From an optimization exercise on the open Yosys and OpenROAD flow, aimed at small area; shortcuts taken in it are not production practice.
Only simulation tests tie the RTL to the original design; equivalence was not proved.
No activity file was given, so power comes from the tool's default toggle rates. The flow treats the clock pin as an ideal source, which a real chip does not have.

==> flow/flow/run.sh <==
#!/bin/bash
# Layout: the standard flow (standard.sh) with its synthesis unchanged,
# and these changes to how the layout is made:
#  - after global placement, a buffer driven by a simple gate is folded into
#    that gate, which is sized up instead, where the merged net stays short
#    (fold_bufs.tcl);
#  - after global routing, a second antenna repair that also treats nets
#    within 30% of the limit (ant_margin.tcl), and up to 10 rounds of antenna
#    repair after detailed routing (ORFS: 5);
#  - timing repair may size a cell to one of another footprint, and aims at
#    0.4 ns of setup slack (SETUP_SLACK_MARGIN in config.mk);
#  - clock tree synthesis inserts no dummy loads;
#  - the port buffers are buf_2 cells.
# Each step's full output goes to a log file in this folder; ORFS's own logs
# are under orfs/logs/.
set -euo pipefail
here=$(pwd)

bash standard.sh synth > log_synth.log 2>&1

CTS="-sink_clustering_enable -repair_clock_nets"
CTS="$CTS -sink_clustering_size 30 -sink_clustering_max_diameter 80"
CTS="$CTS -dont_use_dummy_load"

bash standard.sh \
  MATCH_CELL_FOOTPRINT=0 \
  MAX_REPAIR_ANTENNAS_ITER_DRT=10 \
  "POST_GLOBAL_PLACE_TCL=$here/flow/fold_bufs.tcl" \
  "POST_GLOBAL_ROUTE_TCL=$here/flow/ant_margin.tcl" \
  "CTS_ARGS=$CTS" \
  "BUFFER_PORTS_ARGS=-buffer_cell sky130_fd_sc_hd__buf_2" \
  finish > log_layout.log 2>&1
==> flow/flow/ant_margin.tcl <==
# Used by flow/run.sh after global routing (POST_GLOBAL_ROUTE_TCL): a second
# antenna repair that also treats nets within 30% of the limit, so that
# detailed routing is less likely to leave antenna violations behind.
repair_antennas -iterations 3 -ratio_margin 30
check_placement -verbose
==> flow/flow/fold_bufs.tcl <==
# Used by flow/run.sh after global placement (POST_GLOBAL_PLACE_TCL).
# Fold a buffer into the simple gate that drives it: the buffer goes, and the
# gate, sized up, drives the buffer's loads itself. The size is the smallest
# of x2 and x4 whose maximum load (from the library) keeps 30% headroom over
# an estimate of the merged net's load. Nets over 40 pins, or spanning more
# than 200 um (half-perimeter), keep their buffers.
set fold_block [ord::get_db_block]
set fold_db [ord::get_db]
set fold_max_pins 40
# max_capacitance (pF) of the x2 and x4 sizes, from the sky130hd library
array set fold_maxcap {
  and2_2 0.303 and2_4 0.539 and3_2 0.309 and3_4 0.533
  nand2_2 0.296 nand2_4 0.530 nand3_2 0.260 nand3_4 0.470
  nor2_2 0.142 nor2_4 0.252 nor3_2 0.092 nor3_4 0.154
  or2_2 0.299 or2_4 0.515 or3_2 0.310 or3_4 0.532
  inv_2 0.331 inv_4 0.563
}
set fold_n 0
set fold_names {}
foreach inst [$fold_block getInsts] {
  if {[regexp {^sky130_fd_sc_hd__buf_[0-9]+$} [[$inst getMaster] getName]]} {
    lappend fold_names [$inst getName]
  }
}
foreach bname $fold_names {
  set inst [$fold_block findInst $bname]
  if {$inst eq "NULL"} continue
  set in [[$inst findITerm A] getNet]
  set out [[$inst findITerm X] getNet]
  if {$in eq "NULL" || $out eq "NULL"} continue
  if {[llength [$in getBTerms]] != 0 || [llength [$out getBTerms]] != 0} continue
  set drv ""
  foreach it [$in getITerms] { if {[$it isOutputSignal]} { set drv [$it getInst] } }
  if {$drv eq ""} continue
  if {![regexp {^sky130_fd_sc_hd__((and2|and3|nand2|nand3|nor2|nor3|or2|or3|inv)_[0-9]+)$} \
          [[$drv getMaster] getName] -> dcell]} continue
  set base [regsub {_[0-9]+$} $dcell ""]
  # merged net: every pin but the buffer's two
  set xs {}; set ys {}; set pins 0
  foreach it [concat [$in getITerms] [$out getITerms]] {
    set i [$it getInst]
    if {[$i getName] eq $bname} continue
    incr pins
    set bb [$i getBBox]
    lappend xs [$bb xMin]; lappend ys [$bb yMin]
  }
  if {$pins - 1 > $fold_max_pins} continue
  set hpwl [expr {([tcl::mathfunc::max {*}$xs] - [tcl::mathfunc::min {*}$xs] + \
                   [tcl::mathfunc::max {*}$ys] - [tcl::mathfunc::min {*}$ys]) / 1000.0}]
  if {$hpwl > 200.0} continue
  # pF: 2.5 fF per load pin, 0.25 fF per um of half-perimeter
  set load [expr {($pins - 1) * 0.0025 + $hpwl * 0.00025}]
  set big ""
  foreach s {2 4} {
    set c "${base}_$s"
    if {[info exists fold_maxcap($c)] && $load <= 0.7 * $fold_maxcap($c)} { set big $c; break }
  }
  if {$big eq ""} continue
  remove_buffers [get_cells $bname]
  replace_cell [get_cells [$drv getName]] "sky130_fd_sc_hd__$big"
  incr fold_n
}
puts "fold_bufs: folded $fold_n buffers"
==> flow/standard.sh <==
#!/bin/bash
# synth_recipe.tcl (not shown) runs the flow's synth.tcl, then flattens the netlist and writes it again
# the make line also repeats each setting of config.mk as NAME=value (left out here)
make -C /OpenROAD-flow-scripts/flow DESIGN_CONFIG=/design/flow/config.mk WORK_HOME=/design/flow/orfs CLKGATE_MAP_FILE= SYNTH_SCRIPT=/design/flow/synth_recipe.tcl "${@:-finish}"
==> flow/config.mk <==
export PLATFORM = sky130hd
export DESIGN_NAME = cpu_core
export DESIGN_NICKNAME = cpu_core
export VERILOG_FILES = /design/flow/design.v
export SDC_FILE = /design/flow/constraint.sdc
export NUM_CORES = 8
export LEC_CHECK = 0
export CAP_MARGIN = 35
export CORE_MARGIN = 2
export CORE_UTILIZATION = 65
export CTS_CLUSTER_DIAMETER = 80
export CTS_CLUSTER_SIZE = 30
export SETUP_SLACK_MARGIN = 0.4
export SLEW_MARGIN = 30
export SYNTH_HIERARCHICAL = 1
export SYNTH_MEMORY_MAX_BITS = 16384
==> flow/constraint.sdc <==
create_clock -name core_clock -period 7.0 [get_ports {clk}]
set_input_delay 1.4000 -clock core_clock [delete_from_list [all_inputs] [get_ports {clk}]]
set_output_delay 1.4000 -clock core_clock [all_outputs]
set_load 0.01 [all_outputs]
==> flow/design.v <==
package cpu_pkg;
  localparam int WORD_BITS  = 32;
  localparam int INST_BITS  = 32;
  localparam int REGNO_BITS = 4;
  localparam int IMM_BITS   = 16;
  localparam int OP1_BITS   = 6;
  localparam int OP2_BITS   = 8;
  typedef logic [WORD_BITS-1:0]  word_t;
  typedef logic [INST_BITS-1:0]  inst_t;
  typedef logic [REGNO_BITS-1:0] regno_t;
  typedef logic [IMM_BITS-1:0]   imm_t;
  typedef logic [OP1_BITS-1:0]   op1_t;
  typedef logic [OP2_BITS-1:0]   op2_t;
  localparam op1_t OP1_ALUR = 6'b000000;
  localparam op1_t OP1_LW   = 6'b010010;
  localparam op1_t OP1_SW   = 6'b011010;
  localparam op1_t OP1_ADDI = 6'b100000;
  localparam op1_t OP1_ANDI = 6'b100100;
  localparam op1_t OP1_ORI  = 6'b100101;
  localparam op1_t OP1_XORI = 6'b100110;
  localparam op2_t OP2_EQ   = 8'b00001000;
  localparam op2_t OP2_LT   = 8'b00001001;
  localparam op2_t OP2_LE   = 8'b00001010;
  localparam op2_t OP2_NE   = 8'b00001011;
  localparam op2_t OP2_ADD  = 8'b00100000;
  localparam op2_t OP2_AND  = 8'b00100100;
  localparam op2_t OP2_OR   = 8'b00100101;
  localparam op2_t OP2_XOR  = 8'b00100110;
  localparam op2_t OP2_SUB  = 8'b00101000;
  localparam op2_t OP2_NAND = 8'b00101100;
  localparam op2_t OP2_NOR  = 8'b00101101;
  localparam op2_t OP2_NXOR = 8'b00101110;
  localparam op2_t OP2_RSHF = 8'b00110000;
  localparam op2_t OP2_LSHF = 8'b00110001;
  localparam logic [1:0] RES_LOGIC = 2'd0;
  localparam logic [1:0] RES_ADD   = 2'd1;
  localparam logic [1:0] RES_CMP   = 2'd2;
  localparam logic [1:0] RES_SHIFT = 2'd3;
  localparam logic [1:0] CMP_EQ = 2'd0;
  localparam logic [1:0] CMP_NE = 2'd1;
  localparam logic [1:0] CMP_LT = 2'd2;
  localparam logic [1:0] CMP_LE = 2'd3;
  localparam logic [3:0] TT_ZERO = 4'b0000;
  localparam logic [3:0] TT_AND  = 4'b1000;
  localparam logic [3:0] TT_OR   = 4'b1110;
  localparam logic [3:0] TT_XOR  = 4'b0110;
  localparam logic [3:0] TT_NAND = 4'b0111;
  localparam logic [3:0] TT_NOR  = 4'b0001;
  localparam logic [3:0] TT_NXOR = 4'b1001;
  localparam logic [3:0] TT_B    = 4'b1010;
  localparam int DMEM_WORDS = 256;
  localparam int REG_WORDS  = 16;
endpackage
module aoi3 (
  input  logic a1, a2,
  input  logic b1, b2,
  input  logic c1, c2,
  output logic y
);
  assign y = ~((a1 & a2) | (b1 & b2) | (c1 & c2));
endmodule
module line_drv (
  input  logic a,
  input  logic b,
  output logic y
);
  assign y = a & b;
endmodule
module bit_next (
  input  logic s,
  input  logic d,
  input  logic h,
  input  logic q,
  output logic y
);
  assign y = (s & d) | (h & q);
endmodule
module aor_sel #(
  parameter int N = 16
) (
  input  logic [N-1:0] sel,
  input  logic [N-1:0] din,
  output logic         dout
);
  localparam int NG = N / 3;
  localparam int NR = N - 3 * NG;
  logic [NG-1:0] y;
  aoi3 u_aoi [NG-1:0] (
    .a1 (sel[0 +: NG]),    .a2 (din[0 +: NG]),
    .b1 (sel[NG +: NG]),   .b2 (din[NG +: NG]),
    .c1 (sel[2*NG +: NG]), .c2 (din[2*NG +: NG]),
    .y  (y)
  );
  if (NR == 0) begin : g_r0
    assign dout = ~(&y);
  end else begin : g_r
    assign dout = ~(&y) | (|(sel[N-1 -: NR] & din[N-1 -: NR]));
  end
endmodule
module reg_file (
  input  logic            clk,
  input  logic            reset,
  input  cpu_pkg::regno_t rs_regno,
  input  cpu_pkg::regno_t rt_regno,
  input  logic            use_imm,     
  input  cpu_pkg::imm_t   imm,
  output cpu_pkg::word_t  a_val,
  output cpu_pkg::word_t  b_val,
  input  logic            wr_en,
  input  cpu_pkg::regno_t wr_regno,
  input  cpu_pkg::word_t  wr_data
);
  localparam int N = cpu_pkg::REG_WORDS;
  logic [N-1:0]    valid;
  logic [N-1:0]    we;
  logic [N-1:0]    keep;
  logic [N-1:0]    sel_a;
  logic [N:0]      sel_b;
  logic [N*32-1:0] q;         
  logic [N*32-1:0] q_next;
  cpu_pkg::word_t  sxt_imm;
  assign sxt_imm = {{(cpu_pkg::WORD_BITS-cpu_pkg::IMM_BITS){imm[cpu_pkg::IMM_BITS-1]}}, imm};
  for (genvar r = 0; r < N; r++) begin : g_sel
    assign we[r]    = wr_en && (wr_regno == r);
    assign keep[r]  = !we[r];
    assign sel_a[r] = valid[r] && (rs_regno == r);
    assign sel_b[r] = valid[r] && !use_imm && (rt_regno == r);
  end
  assign sel_b[N] = use_imm;
  always_ff @(posedge clk or posedge reset) begin
    if (reset) valid <= '0;
    else       valid <= valid | we;
  end
  for (genvar i = 0; i < cpu_pkg::WORD_BITS; i++) begin : g_bit
    bit_next u_next [N-1:0] (
      .s (we),
      .d (wr_data[i]),
      .h (keep),
      .q (q[N*i +: N]),
      .y (q_next[N*i +: N])
    );
    aor_sel #(.N(N))   u_a (.sel(sel_a), .din(q[N*i +: N]), .dout(a_val[i]));
    aor_sel #(.N(N+1)) u_b (.sel(sel_b), .din({sxt_imm[i], q[N*i +: N]}), .dout(b_val[i]));
  end
  always_ff @(posedge clk) q <= q_next;
endmodule
module decode_stage (
  input  logic            clk,
  input  logic            reset,
  input  logic            inst_valid,
  input  cpu_pkg::inst_t  inst,
  output logic            d_wb,        
  output logic            d_ld,
  output logic            d_st,
  output cpu_pkg::regno_t d_rs,
  output cpu_pkg::regno_t d_rt,
  output cpu_pkg::imm_t   d_imm,       
  output logic            d_use_imm,   
  output logic            d_dst_rd,    
  output logic [1:0]      d_rsel,
  output logic [1:0]      d_cmp,
  output logic [3:0]      d_tt,
  output logic            d_sub,
  output logic            d_shl
);
  cpu_pkg::op1_t op1;
  cpu_pkg::op2_t op2;
  logic          wb, ld, st;
  logic          use_imm;
  logic          dst_rd;
  logic [1:0]    rsel;
  logic [1:0]    cmp;
  logic [3:0]    tt;
  logic          sub;
  logic          shl;
  assign op1 = inst[31:26];
  assign op2 = inst[25:18];
  always_comb begin
    wb      = 1'b0;
    ld      = 1'b0;
    st      = 1'b0;
    use_imm = 1'b0;
    dst_rd  = 1'b0;
    rsel    = cpu_pkg::RES_LOGIC;
    cmp     = cpu_pkg::CMP_EQ;
    tt      = cpu_pkg::TT_ZERO;
    sub     = 1'b0;
    shl     = 1'b0;
    case (op1)
      cpu_pkg::OP1_ALUR: begin
        wb     = 1'b1;
        dst_rd = 1'b1;
        case (op2)
          cpu_pkg::OP2_EQ:   begin rsel = cpu_pkg::RES_CMP; cmp = cpu_pkg::CMP_EQ; sub = 1'b1; end
          cpu_pkg::OP2_LT:   begin rsel = cpu_pkg::RES_CMP; cmp = cpu_pkg::CMP_LT; sub = 1'b1; end
          cpu_pkg::OP2_LE:   begin rsel = cpu_pkg::RES_CMP; cmp = cpu_pkg::CMP_LE; sub = 1'b1; end
          cpu_pkg::OP2_NE:   begin rsel = cpu_pkg::RES_CMP; cmp = cpu_pkg::CMP_NE; sub = 1'b1; end
          cpu_pkg::OP2_ADD:  rsel = cpu_pkg::RES_ADD;
          cpu_pkg::OP2_SUB:  begin rsel = cpu_pkg::RES_ADD; sub = 1'b1; end
          cpu_pkg::OP2_AND:  tt = cpu_pkg::TT_AND;
          cpu_pkg::OP2_OR:   tt = cpu_pkg::TT_OR;
          cpu_pkg::OP2_XOR:  tt = cpu_pkg::TT_XOR;
          cpu_pkg::OP2_NAND: tt = cpu_pkg::TT_NAND;
          cpu_pkg::OP2_NOR:  tt = cpu_pkg::TT_NOR;
          cpu_pkg::OP2_NXOR: tt = cpu_pkg::TT_NXOR;
          cpu_pkg::OP2_RSHF: rsel = cpu_pkg::RES_SHIFT;
          cpu_pkg::OP2_LSHF: begin rsel = cpu_pkg::RES_SHIFT; shl = 1'b1; end
          default:           tt = cpu_pkg::TT_ZERO;
        endcase
      end
      cpu_pkg::OP1_LW: begin
        wb      = 1'b1;
        ld      = 1'b1;
        use_imm = 1'b1;
      end
      cpu_pkg::OP1_SW: begin
        st = 1'b1;
        tt = cpu_pkg::TT_B;    
      end
      cpu_pkg::OP1_ADDI: begin
        wb = 1'b1; use_imm = 1'b1; rsel = cpu_pkg::RES_ADD;
      end
      cpu_pkg::OP1_ANDI: begin
        wb = 1'b1; use_imm = 1'b1; tt = cpu_pkg::TT_AND;
      end
      cpu_pkg::OP1_ORI: begin
        wb = 1'b1; use_imm = 1'b1; tt = cpu_pkg::TT_OR;
      end
      cpu_pkg::OP1_XORI: begin
        wb = 1'b1; use_imm = 1'b1; tt = cpu_pkg::TT_XOR;
      end
      default: ;
    endcase
  end
  always_ff @(posedge clk or posedge reset) begin
    if (reset) begin
      d_wb <= 1'b0;
      d_st <= 1'b0;
    end else begin
      d_wb <= inst_valid && wb;
      d_st <= inst_valid && st;
    end
  end
  always_ff @(posedge clk) begin
    d_ld      <= ld;
    d_rs      <= inst[7:4];
    d_rt      <= inst[3:0];
    d_imm     <= inst[23:8];
    d_use_imm <= use_imm;
    d_dst_rd  <= dst_rd;
    d_rsel    <= rsel;
    d_cmp     <= cmp;
    d_tt      <= tt;
    d_sub     <= sub;
    d_shl     <= shl;
  end
endmodule
module execute_stage (
  input  logic            clk,
  input  logic            reset,
  input  cpu_pkg::word_t  a_val,
  input  cpu_pkg::word_t  b_val,       
  input  logic            d_wb,
  input  logic            d_ld,
  input  logic            d_st,
  input  cpu_pkg::regno_t d_rt,
  input  cpu_pkg::imm_t   d_imm,
  input  logic            d_dst_rd,
  input  logic [1:0]      d_rsel,
  input  logic [1:0]      d_cmp,
  input  logic [3:0]      d_tt,
  input  logic            d_sub,
  input  logic            d_shl,
  output cpu_pkg::word_t  e_res,
  output logic [15:0]     e_row,       
  output logic [15:0]     e_col,       
  output logic            e_wb,
  output logic            e_ld,
  output logic            e_st,
  output cpu_pkg::regno_t e_dst
);
  cpu_pkg::word_t a;
  cpu_pkg::word_t b;
  cpu_pkg::word_t sum;
  cpu_pkg::word_t lres;
  cpu_pkg::word_t sres;
  cpu_pkg::word_t res;
  logic           zero;
  logic           lt;
  logic           cres;
  logic [9:0]     addr;
  assign a = a_val;
  assign b = b_val;
  assign sum = a + (b ^ {32{d_sub}}) + {31'b0, d_sub};
  assign zero = (sum == '0);
  assign lt   = (a[31] != b[31]) ? a[31] : sum[31];
  always_comb begin
    case (d_cmp)
      cpu_pkg::CMP_EQ: cres = zero;
      cpu_pkg::CMP_NE: cres = !zero;
      cpu_pkg::CMP_LT: cres = lt;
      default:         cres = lt || zero;
    endcase
  end
  for (genvar i = 0; i < 32; i++) begin : g_lu
    assign lres[i] = d_tt[{a[i], b[i]}];
  end
  logic           big;
  logic [4:0]     s_n;             
  logic [4:0]     s_l;             
  logic [4:0]     s_r;             
  logic [31:0]    lv [0:5];        
  assign big = |b[31:5];
  for (genvar k = 0; k < 5; k++) begin : g_ssel
    if (k == 4) begin : g_last
      assign s_n[k] = !b[k] && !big;
      assign s_l[k] = b[k] && d_shl && !big;
      assign s_r[k] = b[k] && !d_shl && !big;
    end else begin : g_mid
      assign s_n[k] = !b[k];
      assign s_l[k] = b[k] && d_shl;
      assign s_r[k] = b[k] && !d_shl;
    end
  end
  assign lv[0] = a;
  for (genvar k = 0; k < 5; k++) begin : g_lvl
    localparam int S = 1 << k;
    for (genvar i = 0; i < 32; i++) begin : g_b
      logic from_l;
      logic from_r;
      if (i >= S) begin : g_l
        assign from_l = lv[k][i-S];
      end else begin : g_l0
        assign from_l = (k % 2 == 1);
      end
      if (i + S <= 31) begin : g_r
        assign from_r = lv[k][i+S];
      end else begin : g_r0
        assign from_r = lv[k][31];
      end
      if (i >= S) begin : g_aoi
        aoi3 u_aoi (
          .a1 (s_n[k]), .a2 (lv[k][i]),
          .b1 (s_l[k]), .b2 (from_l),
          .c1 (s_r[k]), .c2 (from_r),
          .y  (lv[k+1][i])
        );
      end else begin : g_edge
        assign lv[k+1][i] = !((s_n[k] && lv[k][i]) || (s_l[k] && from_l) || (s_r[k] && from_r));
      end
    end
  end
  logic sfill;
  assign sfill = big && !d_shl && a[31];
  assign sres  = ~lv[5] | {32{sfill}};
  logic sel_l, sel_a, sel_c, sel_s;
  assign sel_l = (d_rsel == cpu_pkg::RES_LOGIC);
  assign sel_a = (d_rsel == cpu_pkg::RES_ADD);
  assign sel_c = (d_rsel == cpu_pkg::RES_CMP);
  assign sel_s = (d_rsel == cpu_pkg::RES_SHIFT);
  for (genvar i = 0; i < 32; i++) begin : g_res
    if (i == 0) begin : g_b0
      assign res[i] = (sel_l && lres[i]) || (sel_a && sum[i]) || (sel_s && sres[i]) || (sel_c && cres);
    end else begin : g_bn
      logic y;
      aoi3 u_aoi (
        .a1 (sel_l), .a2 (lres[i]),
        .b1 (sel_a), .b2 (sum[i]),
        .c1 (sel_s), .c2 (sres[i]),
        .y  (y)
      );
      assign res[i] = !y;
    end
  end
  assign addr = a[9:0] + d_imm[9:0];
  always_ff @(posedge clk or posedge reset) begin
    if (reset) begin
      e_wb <= 1'b0;
      e_st <= 1'b0;
    end else begin
      e_wb <= d_wb;
      e_st <= d_st;
    end
  end
  always_ff @(posedge clk) begin
    e_res  <= res;
    for (int i = 0; i < 16; i++) begin
      e_row[i] <= (addr[9:6] == i);
      e_col[i] <= (addr[5:2] == i);
    end
    e_ld   <= d_ld;
    e_dst  <= d_dst_rd ? d_imm[3:0] : d_rt;
  end
endmodule
module result_stage (
  input  logic            clk,
  input  logic            reset,
  input  cpu_pkg::word_t  e_res,
  input  logic [15:0]     e_row,     
  input  logic [15:0]     e_col,     
  input  logic            e_wb,
  input  logic            e_ld,
  input  logic            e_st,
  input  cpu_pkg::regno_t e_dst,
  output cpu_pkg::word_t  wbd,       
  output logic            wb_valid,
  output cpu_pkg::regno_t wb_regno,
  output cpu_pkg::word_t  wb_data
);
  localparam int N = cpu_pkg::DMEM_WORDS;
  logic [N-1:0]    wl   [0:1];    
  logic [N-1:0]    keep [0:1];    
  cpu_pkg::word_t  wdata;     
  cpu_pkg::word_t  rdata;
  logic [N*32-1:0] q;         
  logic [N*32-1:0] q_next;
  for (genvar h = 0; h < 2; h++) begin : g_half
    for (genvar w = 0; w < N; w++) begin : g_wl
      line_drv u_wl (.a(e_row[w / 16]), .b(e_col[w % 16]), .y(wl[h][w]));
      assign keep[h][w] = !(wl[h][w] && e_st);
    end
  end
  assign wdata = e_st ? e_res : '0;
  for (genvar i = 0; i < cpu_pkg::WORD_BITS; i++) begin : g_bit
    bit_next u_next [N-1:0] (
      .s (wl[i / 16]),
      .d (wdata[i]),
      .h (keep[i / 16]),
      .q (q[N*i +: N]),
      .y (q_next[N*i +: N])
    );
    aor_sel #(.N(N)) u_rd (
      .sel  (wl[i / 16]),
      .din  (q[N*i +: N]),
      .dout (rdata[i])
    );
  end
  always_ff @(posedge clk) q <= q_next;
  assign wbd = e_ld ? rdata : e_res;
  always_ff @(posedge clk or posedge reset) begin
    if (reset) wb_valid <= 1'b0;
    else       wb_valid <= e_wb;
  end
  always_ff @(posedge clk) begin
    wb_regno <= e_dst;
    wb_data  <= wbd;
  end
endmodule
module cpu_core (
  input  logic            clk,
  input  logic            reset,
  input  logic            inst_valid,
  input  cpu_pkg::inst_t  inst,
  output logic            wb_valid,
  output cpu_pkg::regno_t wb_regno,
  output cpu_pkg::word_t  wb_data
);
  logic            d_wb;
  logic            d_ld;
  logic            d_st;
  cpu_pkg::regno_t d_rs;
  cpu_pkg::regno_t d_rt;
  cpu_pkg::imm_t   d_imm;
  logic            d_use_imm;
  logic            d_dst_rd;
  logic [1:0]      d_rsel;
  logic [1:0]      d_cmp;
  logic [3:0]      d_tt;
  logic            d_sub;
  logic            d_shl;
  cpu_pkg::word_t  a_val;
  cpu_pkg::word_t  b_val;
  cpu_pkg::word_t  e_res;
  logic [15:0]     e_row;
  logic [15:0]     e_col;
  logic            e_wb;
  logic            e_ld;
  logic            e_st;
  cpu_pkg::regno_t e_dst;
  decode_stage u_decode (
    .clk        (clk),
    .reset      (reset),
    .inst_valid (inst_valid),
    .inst       (inst),
    .d_wb       (d_wb),
    .d_ld       (d_ld),
    .d_st       (d_st),
    .d_rs       (d_rs),
    .d_rt       (d_rt),
    .d_imm      (d_imm),
    .d_use_imm  (d_use_imm),
    .d_dst_rd   (d_dst_rd),
    .d_rsel     (d_rsel),
    .d_cmp      (d_cmp),
    .d_tt       (d_tt),
    .d_sub      (d_sub),
    .d_shl      (d_shl)
  );
  reg_file u_reg_file (
    .clk      (clk),
    .reset    (reset),
    .rs_regno (d_rs),
    .rt_regno (d_rt),
    .use_imm  (d_use_imm),
    .imm      (d_imm),
    .a_val    (a_val),
    .b_val    (b_val),
    .wr_en    (wb_valid),
    .wr_regno (wb_regno),
    .wr_data  (wb_data)
  );
  execute_stage u_execute (
    .clk      (clk),
    .reset    (reset),
    .a_val    (a_val),
    .b_val    (b_val),
    .d_wb     (d_wb),
    .d_ld     (d_ld),
    .d_st     (d_st),
    .d_rt     (d_rt),
    .d_imm    (d_imm),
    .d_dst_rd (d_dst_rd),
    .d_rsel   (d_rsel),
    .d_cmp    (d_cmp),
    .d_tt     (d_tt),
    .d_sub    (d_sub),
    .d_shl    (d_shl),
    .e_res    (e_res),
    .e_row    (e_row),
    .e_col    (e_col),
    .e_wb     (e_wb),
    .e_ld     (e_ld),
    .e_st     (e_st),
    .e_dst    (e_dst)
  );
  result_stage u_result (
    .clk      (clk),
    .reset    (reset),
    .e_res    (e_res),
    .e_row    (e_row),
    .e_col    (e_col),
    .e_wb     (e_wb),
    .e_ld     (e_ld),
    .e_st     (e_st),
    .e_dst    (e_dst),
    .wbd      (),
    .wb_valid (wb_valid),
    .wb_regno (wb_regno),
    .wb_data  (wb_data)
  );
endmodule
==> results by group <==
Clocking
  • Clock Latency Late Sink: 1.08 ns
  • H-tree Lvls: 5
  • Root Buffer: clkbuf_16
  • Post-CTS sizing: 0
  • Post-CTS setup buffer count: 0
  • CTS Sinks: 8867
  • Clk buf depth: 4
  • CTS tree: built
  • CTS clk-pin slew, worst paths: 0.12 ns
  • Hold Buf Count CTS: 0
  • CTS buffer count: 348

Synthesis
  • Post-synth EDFFs: 0
  • Seq cells post-synth: 8867
  • Yosys cell types: 90
  • Ys Warns: 15
  • Seq/Total Area, Yosys: 58.2%
  • Asr flop ratio synth: 0.237%
  • Syn avg cell area: 12.8 um^2
  • Syn nets: 23992
  • Mapped Area: 305000 um^2
  • Cells after Synth: 23910
  • Top_reg_cell synth: dfxtp_1

Timing
  • TNS Setup: 0 ns
  • Worst slew pin tran: 1.25 ns
  • Slew Limit Fails: 0
  • Final Cycle Share: 93.8%
  • Fmax: 152 MHz
  • Final min period: 6.57 ns
  • Final setup fails: 0
  • Clock Skews: 0.124 ns
  • Final hold vios: 0
  • Slew HR: 16.2%

Floorplan
  • Initial Util: 65.3%
  • Row count: 251
  • Die area: 475000 um^2
  • Core ar.: 467000 um^2
  • Die height: 689 um
  • Io pins: 72
  • Die Wd: 689 um

Global route
  • Pin count of the biggest net entering global routing: 167
  • Congestion Overflow GR: 0
  • First-pass GRT wire length: 1520000 um
  • Antenna violations before repair: 90
  • Vias in the first global route: 223476
  • GRT Util Overall: 41.3%

Routing
  • Residual DRC count: 0
  • Routed len/inst: 33.9 um
  • Vias post-DR: 252901
  • DRC violation total after the first TritonRoute iteration: 55902
  • Total wire length: 1050000 um
  • ANT nets after route: 0
  • DRT Pass-1 Iters: 17
  • Vias per Instance: 8.16

Cells and area
  • Layout overhead on the synthesized area: 7.05%
  • Commonest non-fill, non-tap cell in the layout: dfxtp_1
  • Most frequent cells in the layout: dfxtp_1 (8812), a22o_1 (8736), a222oi_1 (3200)
  • Layout cells sized above 1: 6.33%
  • Final Util: 69.9%
  • Fin nets: 24648

Setup path
  • RR Startpoint: u_decode.d_rt[1]
  • FF-to-FF End: u_execute.e_res[0]
  • CP Class: flip-flop to flip-flop
  • Worst setup SP type: flip-flop
  • Setup slack, reg-to-reg: 0.43 ns
  • Crit Path Max Fanout: 17
  • FF-to-FF path depth: 17
  • CP arrival: 7.47 ns
  • CP required: 7.90 ns
  • Worst setup EP type: flip-flop

Run status
  • Status: timing/DRC/antenna clean

Power and ir drop
  • Power Density: 231 nW/um^2
  • VDD IR max: 239 uV
  • Leak: 119 nW

Worst hold path
  • Worst hold path type: primary input to asynchronous set/reset pin

Placed design
  • Hpwl dp: 638000 um
  • IO buf count: 71

Run
  • Max Cap Viol: 0
per-module statistics from Yosys, one instance, submodules excluded, a selection:
module / times used / flops+latches / cells
result_stage: 1 / 8229 / 8870
execute_stage: 1 / 71 / 727
aoi3: 3200 / 0 / 1
decode_stage: 1 / 39 / 99
bit_next: 8704 / 0 / 1
reg_file: 1 / 528 / 646
layer usage:
| metal | vias to the layer above | global-route usage, % | share of wire, % | routed length (um) |
|---|---|---|---|---|
| met4 | 24 | 21.1 | 5.6 | 59400 |
| met5 | - | 0 | 0.015 | 161 |
| met1 | 126588 | 58.5 | 40 | 420000 |
| met3 | 2545 | 8.14 | 11 | 120000 |
| li1 | 106896 | - | - | - |
| met2 | 16848 | 59.9 | 43 | 452000 |
synthesized netlist by cell type, drive strengths merged, types with 6 or more instances:
master      n  area (um^2)
a2111oi    36          522
a211oi     14          110
a21o       20          150
a21oi      41          209
a221o      15          150
a222oi   3200        32000
a22o     8736        76500
a31oi       9         56.3
and2      558         3490
and3       72          450
and4       34          298
buf        71          419
clkbuf     32          121
dfrtp      21          526
dfxtp    8846       177000
ha         46          576
inv        67          251
mux2       38          428
mux4       32          721
nand2     696         2610
nand3      53          265
nand4     715         4470
nor2      102          383
nor2b      16          108
nor3       23          120
nor3b       7         62.6
nor4      107          697
o211ai      6         45.0
o21a        6         45.0
o21ai      33          165
o21bai      9         71.3
o22ai      11         68.8
or3        41          257
or4        65          488
xnor2      18          158
xor2       41          359
worst max-delay path by stage:
stage | start | to | slack (ns) | cells past startpoint
floorplan | u_decode.d_use_imm | u_execute.e_res[31] | 0.60 | 14
global placement | u_decode.d_use_imm | u_execute.e_res[23] | 0.16 | 16
detailed placement | u_decode.d_rt[1] | u_execute.e_res[0] | 0.74 | 18
CTS | u_decode.d_rt[1] | u_execute.e_res[0] | 0.64 | 17
finish | u_decode.d_rt[1] | u_execute.e_res[0] | 0.43 | 17
kinds of logic after synthesis:
| kind of cell | synth area share (%) |
|---|---|
| compound gates | 36.2 |
| flops | 58.2 |
| simple gates | 4.58 |
| buf+inv | 0.262 |
| mux | 0.394 |
| xor+xnor | 0.177 |
| fa+ha+maj | 0.198 |
registers in the layout, indices dropped and copies added (netlist names), 2 cells and up:
name	cells
u_decode.d_rt	4
u_decode.d_rsel	2
u_result.q	8192
u_reg_file.valid	16
u_execute.e_row	16
u_execute.e_dst	4
u_execute.e_res	32
u_result.wb_regno	4
u_reg_file.q	512
u_decode.d_cmp	2
u_decode.d_tt	4
u_execute.e_col	16
u_result.wb_data	32
u_decode.d_imm	16
u_decode.d_rs	4
cell type report:
type	instances	area [um^2]
Sequential cell	8867	178000
Fill cell	33742	141000
Multi-Input combinational cell	14871	128000
Clock buffer	348	8710
Tap cell	6198	7750
Timing Repair Buffer	409	3650
Antenna cell	220	551
Inverter	69	260
critical path, stage by stage, from the launching register on:
cell	delay, ns
dfxtp_1	0.36
nor2b_1	0.20
and3_1	0.41
buf_4	0.31
a222oi_1	0.48
nand3_1	0.19
or3_2	0.65
xor2_1	0.23
ha_1	0.40
o21a_1	0.15
or3_1	0.32
a2111oi_0	0.81
or4b_1	0.59
a2111oi_2	0.33
nand4b_1	0.23
nor4_2	0.42
mux2i_1	0.25
nand2_1	0.07
through the flow:
step	area, um^2	setup slack (ns)	instances	total power [mW]	hold slack [ns]
floorplan	305000	0.599	23910	51.9	0.310
global placement	320000	0.163	30893	52.2	0.311
detailed placement	317000	0.738	30395	52.2	0.312
CTS	326000	0.643	30743	75.3	0.194
finish	327000	0.433	30982	75.3	0.240
report_power, final:
| part | total (mW) | switching [mW] | internal (mW) |
|---|---|---|---|
| Clock | 24.2 | 15.2 | 8.99 |
| Combinational | 0.527 | 0.415 | 0.112 |
| Sequential | 50.6 | 0.119 | 50.4 |
| Total | 75.3 | 15.8 | 59.5 |

static timing again, ports no longer ideal:
Ports are ideal in the flow. The routed layout listed here was re-timed in OpenROAD. Step 1, drivers: a clkbuf_16 drives clk and a buf_2 each remaining input, both assumed. Step 2, shift: input delay + t, output delay - t, t = (earliest + latest rising clock arrival at the registers) / 2. This alone moves slack from input paths to output paths. Three values: ideal ports, drivers, drivers and shift; two values: the first two.
shift t [ns]: 1.149
slack for setup (ns): 0.433 / 0.433 / 0.433
worst setup path at the end: register to register
worst register clock-pin slew, ns: 0.12 / 0.12
pins driven straight from the clock port: 1
After both steps this run still meets setup and hold. The setup slack of this run moves by 0.000 ns with the drivers and by 0.000 ns with both steps.
